Background: an optimization exercise with open tools, aiming at small area, a short achievable clock period and few clock cycles per item. Do not read the settings as production practice.
The RTL was checked by simulation tests, not by an equivalence proof against the original design.
Power figures rest on the tool's default switching activity, not on a simulated workload.

==> design/flow/design.v <==
`default_nettype none
package srbs_pkg;
    localparam int unsigned LIMIT_W = 15;
    localparam int unsigned CNT_W   = 11;
    localparam int unsigned POS_W   = 10;
    localparam int unsigned SUM_W   = 25;
    localparam int unsigned DIV_STEPS = SUM_W;
    localparam int unsigned STEP_W    = 5;
    localparam logic [1:0] REG_NORMAL   = 2'd0;
    localparam logic [1:0] REG_WARNING  = 2'd1;
    localparam logic [1:0] REG_CRITICAL = 2'd2;
    localparam logic [1:0] REG_ALARM    = 2'd3;
    localparam logic [LIMIT_W-1:0] NORMAL_RESET   = 15'd464;
    localparam logic [LIMIT_W-1:0] WARNING_RESET  = 15'd704;
    localparam logic [LIMIT_W-1:0] CRITICAL_RESET = 15'd944;
    localparam logic [LIMIT_W-1:0] ALARM_RESET    = 15'd720;
    typedef struct packed {
        logic [LIMIT_W-1:0] normal_limit;
        logic [LIMIT_W-1:0] warning_limit;
        logic [LIMIT_W-1:0] critical_limit;
        logic [LIMIT_W-1:0] alarm_threshold;
    } t_cfg;
    typedef struct packed {
        logic accept;
        logic div_init;
        logic div_step;
        logic load;
    } t_dp_cmd;
    typedef struct packed {
        logic out_free;
    } t_dp_sts;
endpackage
`default_nettype wire
`default_nettype none
import srbs_pkg::*;
module srbs_regs (
    input  wire logic        i_clk,
    input  wire logic        i_rst_n,
    input  wire logic        psel,
    input  wire logic        penable,
    input  wire logic        pwrite,
    input  wire logic [3:0]  paddr,
    input  wire logic [31:0] pwdata,
    output logic      [31:0] prdata,
    output logic             pready,
    output srbs_pkg::t_cfg             o_cfg
);
    srbs_pkg::t_cfg             r_cfg;
    logic [1:0]       reg_idx;
    logic             wr_en;
    logic [LIMIT_W-1:0] rd_val;
    assign reg_idx = paddr[3:2];
    assign wr_en   = psel && penable && pwrite;
    assign pready  = 1'b1;
    always_ff @(posedge i_clk) begin
        if (!i_rst_n) begin
            r_cfg.normal_limit    <= NORMAL_RESET;
            r_cfg.warning_limit   <= WARNING_RESET;
            r_cfg.critical_limit  <= CRITICAL_RESET;
            r_cfg.alarm_threshold <= ALARM_RESET;
        end else if (wr_en) begin
            unique case (reg_idx)
                REG_NORMAL:   r_cfg.normal_limit    <= pwdata[LIMIT_W-1:0];
                REG_WARNING:  r_cfg.warning_limit   <= pwdata[LIMIT_W-1:0];
                REG_CRITICAL: r_cfg.critical_limit  <= pwdata[LIMIT_W-1:0];
                REG_ALARM:    r_cfg.alarm_threshold <= pwdata[LIMIT_W-1:0];
                default:      r_cfg <= r_cfg;
            endcase
        end
    end
    always_comb begin
        unique case (reg_idx)
            REG_NORMAL:   rd_val = r_cfg.normal_limit;
            REG_WARNING:  rd_val = r_cfg.warning_limit;
            REG_CRITICAL: rd_val = r_cfg.critical_limit;
            REG_ALARM:    rd_val = r_cfg.alarm_threshold;
            default:      rd_val = '0;
        endcase
    end
    assign prdata = {{(32-LIMIT_W){1'b0}}, rd_val};
    assign o_cfg  = r_cfg;
endmodule
`default_nettype wire
`default_nettype none
import srbs_pkg::*;
module srbs_ctrl (
    input  wire logic i_clk,
    input  wire logic i_rst_n,
    input  wire logic i_valid,
    input  wire logic i_last,
    output logic      o_ready,
    input  srbs_pkg::t_dp_sts   i_sts,
    output srbs_pkg::t_dp_cmd   o_cmd
);
    localparam logic [1:0] ST_RUN  = 2'd0;
    localparam logic [1:0] ST_INIT = 2'd1;
    localparam logic [1:0] ST_DIV  = 2'd2;
    localparam logic [1:0] ST_LOAD = 2'd3;
    localparam logic [STEP_W-1:0] LAST_STEP = STEP_W'(DIV_STEPS - 1);
    logic [1:0]        r_state, n_state;
    logic [STEP_W-1:0] r_step, n_step;
    always_comb begin
        n_state      = r_state;
        n_step       = r_step;
        o_cmd        = '0;
        o_ready      = 1'b0;
        unique case (r_state)
            ST_RUN: begin
                o_ready      = 1'b1;
                o_cmd.accept = i_valid;
                if (i_valid && i_last) begin
                    n_state = ST_INIT;
                end
            end
            ST_INIT: begin
                o_cmd.div_init = 1'b1;
                n_step         = '0;
                n_state        = ST_DIV;
            end
            ST_DIV: begin
                o_cmd.div_step = 1'b1;
                n_step         = r_step + 1'b1;
                if (r_step == LAST_STEP) begin
                    n_state = ST_LOAD;
                end
            end
            ST_LOAD: begin
                if (i_sts.out_free) begin
                    o_cmd.load = 1'b1;
                    n_state    = ST_RUN;
                end
            end
            default: n_state = ST_RUN;
        endcase
    end
    always_ff @(posedge i_clk) begin
        if (!i_rst_n) begin
            r_state <= ST_RUN;
            r_step  <= '0;
        end else begin
            r_state <= n_state;
            r_step  <= n_step;
        end
    end
endmodule
`default_nettype wire
`default_nettype none
import srbs_pkg::*;
module srbs_dp #(
    parameter int unsigned CNT_CAP = 1024,
    parameter int unsigned POS_CAP = 1023
) (
    input  wire logic               i_clk,
    input  wire logic               i_rst_n,
    input  srbs_pkg::t_cfg                    i_cfg,
    input  srbs_pkg::t_dp_cmd                 i_cmd,
    output srbs_pkg::t_dp_sts                 o_sts,
    input  wire logic        [15:0] i_reading,
    output logic                    o_valid,
    input  wire logic               i_ready,
    output logic [LIMIT_W-1:0]      o_min_reading,
    output logic [LIMIT_W-1:0]      o_max_reading,
    output logic [LIMIT_W-1:0]      o_avg_reading,
    output logic [CNT_W-1:0]        o_valid_count,
    output logic [CNT_W-1:0]        o_skipped_count,
    output logic [CNT_W-1:0]        o_normal_count,
    output logic [CNT_W-1:0]        o_warning_count,
    output logic [CNT_W-1:0]        o_critical_count,
    output logic [CNT_W-1:0]        o_shutdown_count,
    output logic [POS_W-1:0]        o_first_alarm_index,
    output logic                    o_alarm_seen,
    output logic                    o_batch_empty
);
    localparam logic [CNT_W-1:0] CAP  = CNT_W'(CNT_CAP);
    localparam logic [POS_W-1:0] PCAP = POS_W'(POS_CAP);
    function automatic logic [CNT_W-1:0] sat_inc(input logic [CNT_W-1:0] v);
        sat_inc = (v >= CAP) ? CAP : v + 1'b1;
    endfunction
    logic [LIMIT_W-1:0] r_min, r_max;
    logic [SUM_W-1:0]   r_sum;
    logic [CNT_W-1:0]   r_valid_total, r_skipped_total;
    logic [CNT_W-1:0]   r_band [4];
    logic [POS_W-1:0]   r_pos, r_alarm_idx;
    logic               r_alarm_flag;
    logic [SUM_W-1:0]   r_div_num;
    logic [CNT_W-1:0]   r_div_rem;
    logic               r_out_valid;
    logic [LIMIT_W-1:0] r_o_min, r_o_max, r_o_avg;
    logic [CNT_W-1:0]   r_o_valid, r_o_skipped;
    logic [CNT_W-1:0]   r_o_band [4];
    logic [POS_W-1:0]   r_o_alarm_idx;
    logic               r_o_alarm, r_o_empty;
    logic               rd_ok;
    logic [LIMIT_W-1:0] rd_val;
    logic               first_valid;
    logic [SUM_W:0]     sum_wide;
    logic [1:0]         band_sel;
    logic [CNT_W:0]     rem_sh;
    logic               rem_ge;
    logic [CNT_W-1:0]   rem_next;
    logic               batch_empty;
    logic [LIMIT_W-1:0] avg_val;
    assign rd_ok       = !i_reading[15];
    assign rd_val      = i_reading[LIMIT_W-1:0];
    assign first_valid = (r_valid_total == '0);
    assign sum_wide    = {1'b0, r_sum} + (SUM_W+1)'(rd_val);
    always_comb begin
        if (rd_val <= i_cfg.normal_limit) begin
            band_sel = 2'd0;
        end else if (rd_val <= i_cfg.warning_limit) begin
            band_sel = 2'd1;
        end else if (rd_val <= i_cfg.critical_limit) begin
            band_sel = 2'd2;
        end else begin
            band_sel = 2'd3;
        end
    end
    assign rem_sh   = {r_div_rem, r_div_num[SUM_W-1]};
    assign rem_ge   = (rem_sh >= {1'b0, r_valid_total});
    assign rem_next = rem_ge ? CNT_W'(rem_sh - {1'b0, r_valid_total}) : rem_sh[CNT_W-1:0];
    assign batch_empty = first_valid;
    assign avg_val     = (|r_div_num[SUM_W-1:LIMIT_W]) ? '1 : r_div_num[LIMIT_W-1:0];
    always_ff @(posedge i_clk) begin
        if (!i_rst_n || i_cmd.load) begin
            r_min           <= '0;
            r_max           <= '0;
            r_sum           <= '0;
            r_valid_total   <= '0;
            r_skipped_total <= '0;
            r_pos           <= '0;
            r_alarm_idx     <= '0;
            r_alarm_flag    <= 1'b0;
            for (int b = 0; b < 4; b++) begin
                r_band[b] <= '0;
            end
        end else if (i_cmd.accept) begin
            if (!rd_ok) begin
                r_skipped_total <= sat_inc(r_skipped_total);
            end else begin
                if (first_valid || rd_val < r_min) begin
                    r_min <= rd_val;
                end
                if (first_valid || rd_val > r_max) begin
                    r_max <= rd_val;
                end
                if (r_valid_total < CAP) begin
                    r_sum <= sum_wide[SUM_W] ? '1 : sum_wide[SUM_W-1:0];
                end
                r_valid_total    <= sat_inc(r_valid_total);
                r_band[band_sel] <= sat_inc(r_band[band_sel]);
                if (rd_val >= i_cfg.alarm_threshold && !r_alarm_flag) begin
                    r_alarm_flag <= 1'b1;
                    r_alarm_idx  <= r_pos;
                end
            end
            if (r_pos < PCAP) begin
                r_pos <= r_pos + 1'b1;
            end
        end
    end
    always_ff @(posedge i_clk) begin
        if (i_cmd.div_init) begin
            r_div_num <= r_sum;
            r_div_rem <= '0;
        end else if (i_cmd.div_step) begin
            r_div_num <= {r_div_num[SUM_W-2:0], rem_ge};
            r_div_rem <= rem_next;
        end
    end
    always_ff @(posedge i_clk) begin
        if (!i_rst_n) begin
            r_out_valid <= 1'b0;
        end else if (i_cmd.load) begin
            r_out_valid <= 1'b1;
        end else if (i_ready) begin
            r_out_valid <= 1'b0;
        end
    end
    always_ff @(posedge i_clk) begin
        if (i_cmd.load) begin
            r_o_min       <= batch_empty ? '0 : r_min;
            r_o_max       <= batch_empty ? '0 : r_max;
            r_o_avg       <= batch_empty ? '0 : avg_val;
            r_o_valid     <= r_valid_total;
            r_o_skipped   <= r_skipped_total;
            r_o_alarm_idx <= r_alarm_flag ? r_alarm_idx : '0;
            r_o_alarm     <= r_alarm_flag;
            r_o_empty     <= batch_empty;
            for (int b = 0; b < 4; b++) begin
                r_o_band[b] <= r_band[b];
            end
        end
    end
    assign o_sts.out_free      = !r_out_valid || i_ready;
    assign o_valid             = r_out_valid;
    assign o_min_reading       = r_o_min;
    assign o_max_reading       = r_o_max;
    assign o_avg_reading       = r_o_avg;
    assign o_valid_count       = r_o_valid;
    assign o_skipped_count     = r_o_skipped;
    assign o_normal_count      = r_o_band[0];
    assign o_warning_count     = r_o_band[1];
    assign o_critical_count    = r_o_band[2];
    assign o_shutdown_count    = r_o_band[3];
    assign o_first_alarm_index = r_o_alarm_idx;
    assign o_alarm_seen        = r_o_alarm;
    assign o_batch_empty       = r_o_empty;
endmodule
`default_nettype wire
`default_nettype none
import srbs_pkg::*;
module sensor_reading_band_statistics #(
    parameter int unsigned MAX_READINGS = 1024
) (
    input  wire logic               i_clk,
    input  wire logic               i_rst_n,
    input  wire logic               i_valid,
    output logic                    o_ready,
    input  wire logic signed [15:0] i_reading,
    input  wire logic               i_last,
    output logic                    o_valid,
    input  wire logic               i_ready,
    output logic [LIMIT_W-1:0]      o_min_reading,
    output logic [LIMIT_W-1:0]      o_max_reading,
    output logic [LIMIT_W-1:0]      o_avg_reading,
    output logic [CNT_W-1:0]        o_valid_count,
    output logic [CNT_W-1:0]        o_skipped_count,
    output logic [CNT_W-1:0]        o_normal_count,
    output logic [CNT_W-1:0]        o_warning_count,
    output logic [CNT_W-1:0]        o_critical_count,
    output logic [CNT_W-1:0]        o_shutdown_count,
    output logic [POS_W-1:0]        o_first_alarm_index,
    output logic                    o_alarm_seen,
    output logic                    o_batch_empty,
    input  wire logic               psel,
    input  wire logic               penable,
    input  wire logic               pwrite,
    input  wire logic [3:0]         paddr,
    input  wire logic [31:0]        pwdata,
    output logic      [31:0]        prdata,
    output logic                    pready
);
    localparam int unsigned CNT_CAP = (MAX_READINGS > 2047) ? 2047 : MAX_READINGS;
    localparam int unsigned POS_CAP = (MAX_READINGS - 1 > 1023) ? 1023 : MAX_READINGS - 1;
    srbs_pkg::t_cfg    cfg;
    srbs_pkg::t_dp_cmd cmd;
    srbs_pkg::t_dp_sts sts;
    srbs_regs u_regs (
        .i_clk   (i_clk),
        .i_rst_n (i_rst_n),
        .psel    (psel),
        .penable (penable),
        .pwrite  (pwrite),
        .paddr   (paddr),
        .pwdata  (pwdata),
        .prdata  (prdata),
        .pready  (pready),
        .o_cfg   (cfg)
    );
    srbs_ctrl u_ctrl (
        .i_clk   (i_clk),
        .i_rst_n (i_rst_n),
        .i_valid (i_valid),
        .i_last  (i_last),
        .o_ready (o_ready),
        .i_sts   (sts),
        .o_cmd   (cmd)
    );
    srbs_dp #(
        .CNT_CAP (CNT_CAP),
        .POS_CAP (POS_CAP)
    ) u_dp (
        .i_clk               (i_clk),
        .i_rst_n             (i_rst_n),
        .i_cfg               (cfg),
        .i_cmd               (cmd),
        .o_sts               (sts),
        .i_reading           (i_reading),
        .o_valid             (o_valid),
        .i_ready             (i_ready),
        .o_min_reading       (o_min_reading),
        .o_max_reading       (o_max_reading),
        .o_avg_reading       (o_avg_reading),
        .o_valid_count       (o_valid_count),
        .o_skipped_count     (o_skipped_count),
        .o_normal_count      (o_normal_count),
        .o_warning_count     (o_warning_count),
        .o_critical_count    (o_critical_count),
        .o_shutdown_count    (o_shutdown_count),
        .o_first_alarm_index (o_first_alarm_index),
        .o_alarm_seen        (o_alarm_seen),
        .o_batch_empty       (o_batch_empty)
    );
endmodule
`default_nettype wire
==> design/flow/run.sh <==
#!/bin/bash
# synth_recipe.tcl (not shown) runs the flow's synth.tcl, then flattens the netlist and writes it again
# the make line also repeats each setting of config.mk as NAME=value (left out here)
make -C /OpenROAD-flow-scripts/flow DESIGN_CONFIG=/design/flow/config.mk WORK_HOME=/design/flow/orfs CLKGATE_MAP_FILE= SYNTH_SCRIPT=/design/flow/synth_recipe.tcl finish
==> design/flow/config.mk <==
export PLATFORM = sky130hd
export DESIGN_NAME = sensor_reading_band_statistics
export DESIGN_NICKNAME = sensor_reading_band_statistics
export VERILOG_FILES = /design/flow/design.v
export SDC_FILE = /design/flow/constraint.sdc
export NUM_CORES = 4
export LEC_CHECK = 0
export CAP_MARGIN = 20
export CORE_MARGIN = 2
export CORE_UTILIZATION = 40
export SLEW_MARGIN = 20
==> design/flow/constraint.sdc <==
create_clock -name core_clock -period 6.0 [get_ports {i_clk}]
set_input_delay 1.2000 -clock core_clock [delete_from_list [all_inputs] [get_ports {i_clk}]]
set_output_delay 1.2000 -clock core_clock [all_outputs]
set_load 0.01 [all_outputs]
==> flow_summary.toml <==
[power]
p_switching_w = 0.00230
ir_drop_v = 0.000211
clockPowerShare_pct = 35.4
pwr-share-seq_pct = 41.2
p_int_w = 0.00549
leakage_nw = 8.22
p_sw_share_pct = 29.5
p_total_w = 0.00779
power_frac_comb_pct = 23.4
p_per_area_mw_per_mm2 = 347

[synthesis]
syn_area_mm2 = 0.0185
yosysTopAreaCell = "edfxtp_1"
synth_edf_count = 192
async_flop_share_pct = 0
ys.flop_type = "edfxtp_1"
synth_top_cell_area_share_pct = 31.2
synthTopCellsByArea = "edfxtp_1 (31%), dfxtp_1 (19%), ha_1 (8.7%), nand2_1 (4.0%), nor2_1 (3.5%)"
ys_warn_count = 4
synthCells = 1811
ys_ff_latch = 369
syn_area_per_cell_um2 = 10.2
synth.distinct_cells = 74
yosysSeqAreaShare_pct = 50.4

[setup_path]
r2r-start = "u_regs.r_cfg[20]"
reg2regPathDepth = 13
crit_type = "in -> reg"
cp-end-kind = "register"
crit_arrival_ps = 5120
cp-startpoint = "i_reading[6]"
timing.rr.end = "u_dp.r_band[2][6]"
critical_path.max_fanout = 6
cp_data_required_time_ps = 6300
ff2ff_setup_slack_ps = 2160
setup.worst_path.start_class = "input port"

[flow_run]
maxCapViolations = 0

[floorplan]
die_area_mm2 = 0.0479
die_w_um = 219
initial_core_util_pct = 40.6
num_io_pins = 218
rows = 78
die_h_um = 219
core_mm2 = 0.0455

[sta]
setup_viol = 0
setup_tns_ps = 0
min_period_ps = 4820
finalCritPeriodShare_pct = 80.3
clock_skew_ps = 20.3
fmax_ghz = 0.208
finalWorstSetupSlack_ps = 1180
drv_slew = 0
hold_viol_final = 0
rsz0062_at_grt = "no"
relSlewSlack_pct = 25.9
worst_pin_slew_ps = 1110

[clock_tree]
cts_buffer_depth = 3
cts_setup_buffers = 0
cts_tree = "yes"
ctsResizeCount = 0
cts.sinks = 369
htree_num_levels = 2
cts_buffers = 41
clockRootBuffer = "clkbuf_16"
clkSlewWorstSetupHoldPaths_ps = 60
ctsHoldBuffers = 0
insertion_delay_ps = 560

[grt]
antenna_found_initial = 0
grt_pass1_vias = 13600
grt.overflow.total = 0
grt_max_degree = 66
gr-usage-all-layers_pct = 20.2
grt_pass1_wl_um = 75100

[layout]
stdcell_area_mm2 = 0.0225
multiInputGateArea_mm2 = 0.00832
syn_to_final_growth_pct = 21.7
antennaDiodeCount = 0
finish.utilization_pct = 49.4
fin_nets = 2188
regArea_mm2 = 0.00931
fill_cells = 4243
drive_gt1_share_pct = 9.01

[drt]
routed-via-count = 14000
drt_iter0_markers = 1060
drc = 0
wirelength_um = 48400
ant_nets = 0
wl_per_cell_um = 18.4
vias_per_cell = 5.30
dr.pass1.iters = 6

[run_status]
status = "timing/DRC/antenna clean"

[worst_hold_path]
min-delay-start = "u_dp.r_band[3][6]"
min_to = "u_dp.r_o_band[3][6]"
hold_path_depth = 0
hold_path_class = "reg -> reg"

[placed_design]
port_buffers = 180
dp_slack_ps = 651
gp_congestion = 0.855
dpl_cell_area_mm2 = 0.0210
hpwl_um = 34900
-- power groups by stage --
stage               Combinational, W  Clock, W  Sequential, W
floorplan                    0.00127         0        0.00322
global placement             0.00178         0        0.00325
detailed placement           0.00182         0        0.00326
CTS                          0.00183   0.00282        0.00321
global route                 0.00204   0.00291        0.00324
finish                       0.00183   0.00275        0.00321
-- layout by cell type, fill, tap and decap left out, types with 18 or more instances in the layout --
cell and count:
a21oi_1 104, clkbuf_16 43, nor2_1 172, edfxtp_1 192
nor3_1 29, dfxtp_1 177, ha_1 128, clkdlybuf4s50_1 179
xnor2_1 24, a21boi_0 46, mux2i_1 34, a211oi_1 20
a21o_1 21, conb_1 18, nand2_1 195, nand3_1 52
o211ai_1 25, o21ai_0 69, xor2_1 20, mux2_2 25
inv_1 137, buf_4 38, and2_1 19, nand4_1 26
-- cell usage after synthesis, drive strengths merged, types with 3 or more instances --
cell,n
inv,138
nand4b,3
mux4,15
or2,8
nor2b,10
xnor2,24
o31a,3
and2,20
nand2b,10
o211a,9
nor4,19
mux2i,34
nand2,196
xor2,21
clkbuf,61
or3,11
nor3,33
o211ai,25
nand3,52
o32ai,4
ha,128
a22oi,5
a21o,21
buf,29
nor2,173
o31ai,5
or4,3
nor3b,4
o21a,15
nand4,27
and3,15
a222oi,5
a211o,5
o21ai,74
a21boi,46
dfxtp,177
a31oi,11
edfxtp,192
nand3b,4
a21oi,104
mux2,25
a211oi,20
-- how the worst max path moves through the flow --
stage,end,slack [ps],cells past startpoint
global route,u_dp.r_band[2][6],940,13
finish,u_dp.r_band[2][6],1180,13
floorplan,o_critical_count[0],1710,3
CTS,u_dp.r_band[2][6],1230,13
global placement,u_dp.r_band[2][6],620,13
detailed placement,u_dp.r_band[2][6],650,13
-- metrics by stage --
step | cells | hold WS (ps)
5_1_grt | 2631 | 468
2_1_floorplan | 1827 | 426
4_1_cts | 2631 | 453
3_3_place_gp | 2555 | 435
6_report | 2631 | 450
3_5_place_dp | 2555 | 439
-- logic make-up (layout without fill, tap and decap cells) --
family,after synthesis,count (layout),share of synthesized area (%)
simple gates,590,590,14.8
compound gates,373,373,13.4
xor+xnor,45,45,2.18
mux,74,74,5.20
buf+inv,228,432,5.04
other cells,2,18,0.0407
flops,369,369,50.4
fa+ha+maj,130,130,8.89
-- worst max-delay path, cell delays in order --
cell and delay, ps:
clkdlybuf4s50_1 630, ha_1 420, nand4_1 240, a21oi_1 360, o31a_1 340, o31a_1 420, mux2i_1 150, o211ai_1 270
ha_1 280, inv_1 100, nor3_1 250, xor2_1 350, nor2_1 90
-- sequential cells by signal, indices dropped and copies added (netlist names), 11 cells and up --
signal,flops
u_dp.r_div_rem,11
o_critical_count,11
u_dp.r_o_max,15
u_dp.r_max,15
u_regs.r_cfg,60
o_normal_count,11
u_dp.r_o_skipped,11
u_dp.r_o_avg,15
u_dp.r_sum,25
u_dp.r_skipped_total,11
u_dp.r_valid_total,11
u_dp.r_min,15
u_dp.r_o_min,15
u_dp.r_o_valid,11
u_dp.r_div_num,25
u_dp.r_band,44
o_warning_count,11
-- layout make-up --
type / instances / area share [%]
timing repair buffer: 218 / 9.27
inverter: 138 / 2.32
multi-input combinational: 1230 / 37.0
sequential: 369 / 41.4
clock buffer: 52 / 5.03
tap: 600 / 3.34
clock inverter: 24 / 1.56
-- per-layer routing --
layer / wire (µm) / global-route usage [%]
met1: 21700 / 27.1
met4: 1260 / 6.28
met3: 2740 / 3.42
met5: 0 / 0
met2: 22700 / 33.2
Testbench counts, summed over its fixed seeds: cycles 22,819, batches 384.

==> separate check: timing with driven ports <==
In the flow no input, the clock included, has a driving cell. The finished layout below was timed again as built, in two steps. Step 1, drivers: a clkbuf_16 drives i_clk and a buf_2 each remaining input, both assumed. Step 2 also shifts input and output timing later by t, the mid clock arrival at the registers, as if the neighbouring blocks saw the same clock. Slacks: ideal ports / drivers / drivers and shift; pairs: ideal ports / drivers.
t (ns): 0.607
slack for setup (ns): 1.181 / 1.220 / 0.612
clock arrival spread, ns: 0.022 / 0.023
worst slew at a driven data input, ns: 0.04
pins driven straight from the clock port: 1
After both steps this run still meets setup and hold. The setup slack of this run moves by +0.039 ns with the drivers and by -0.569 ns with both steps.
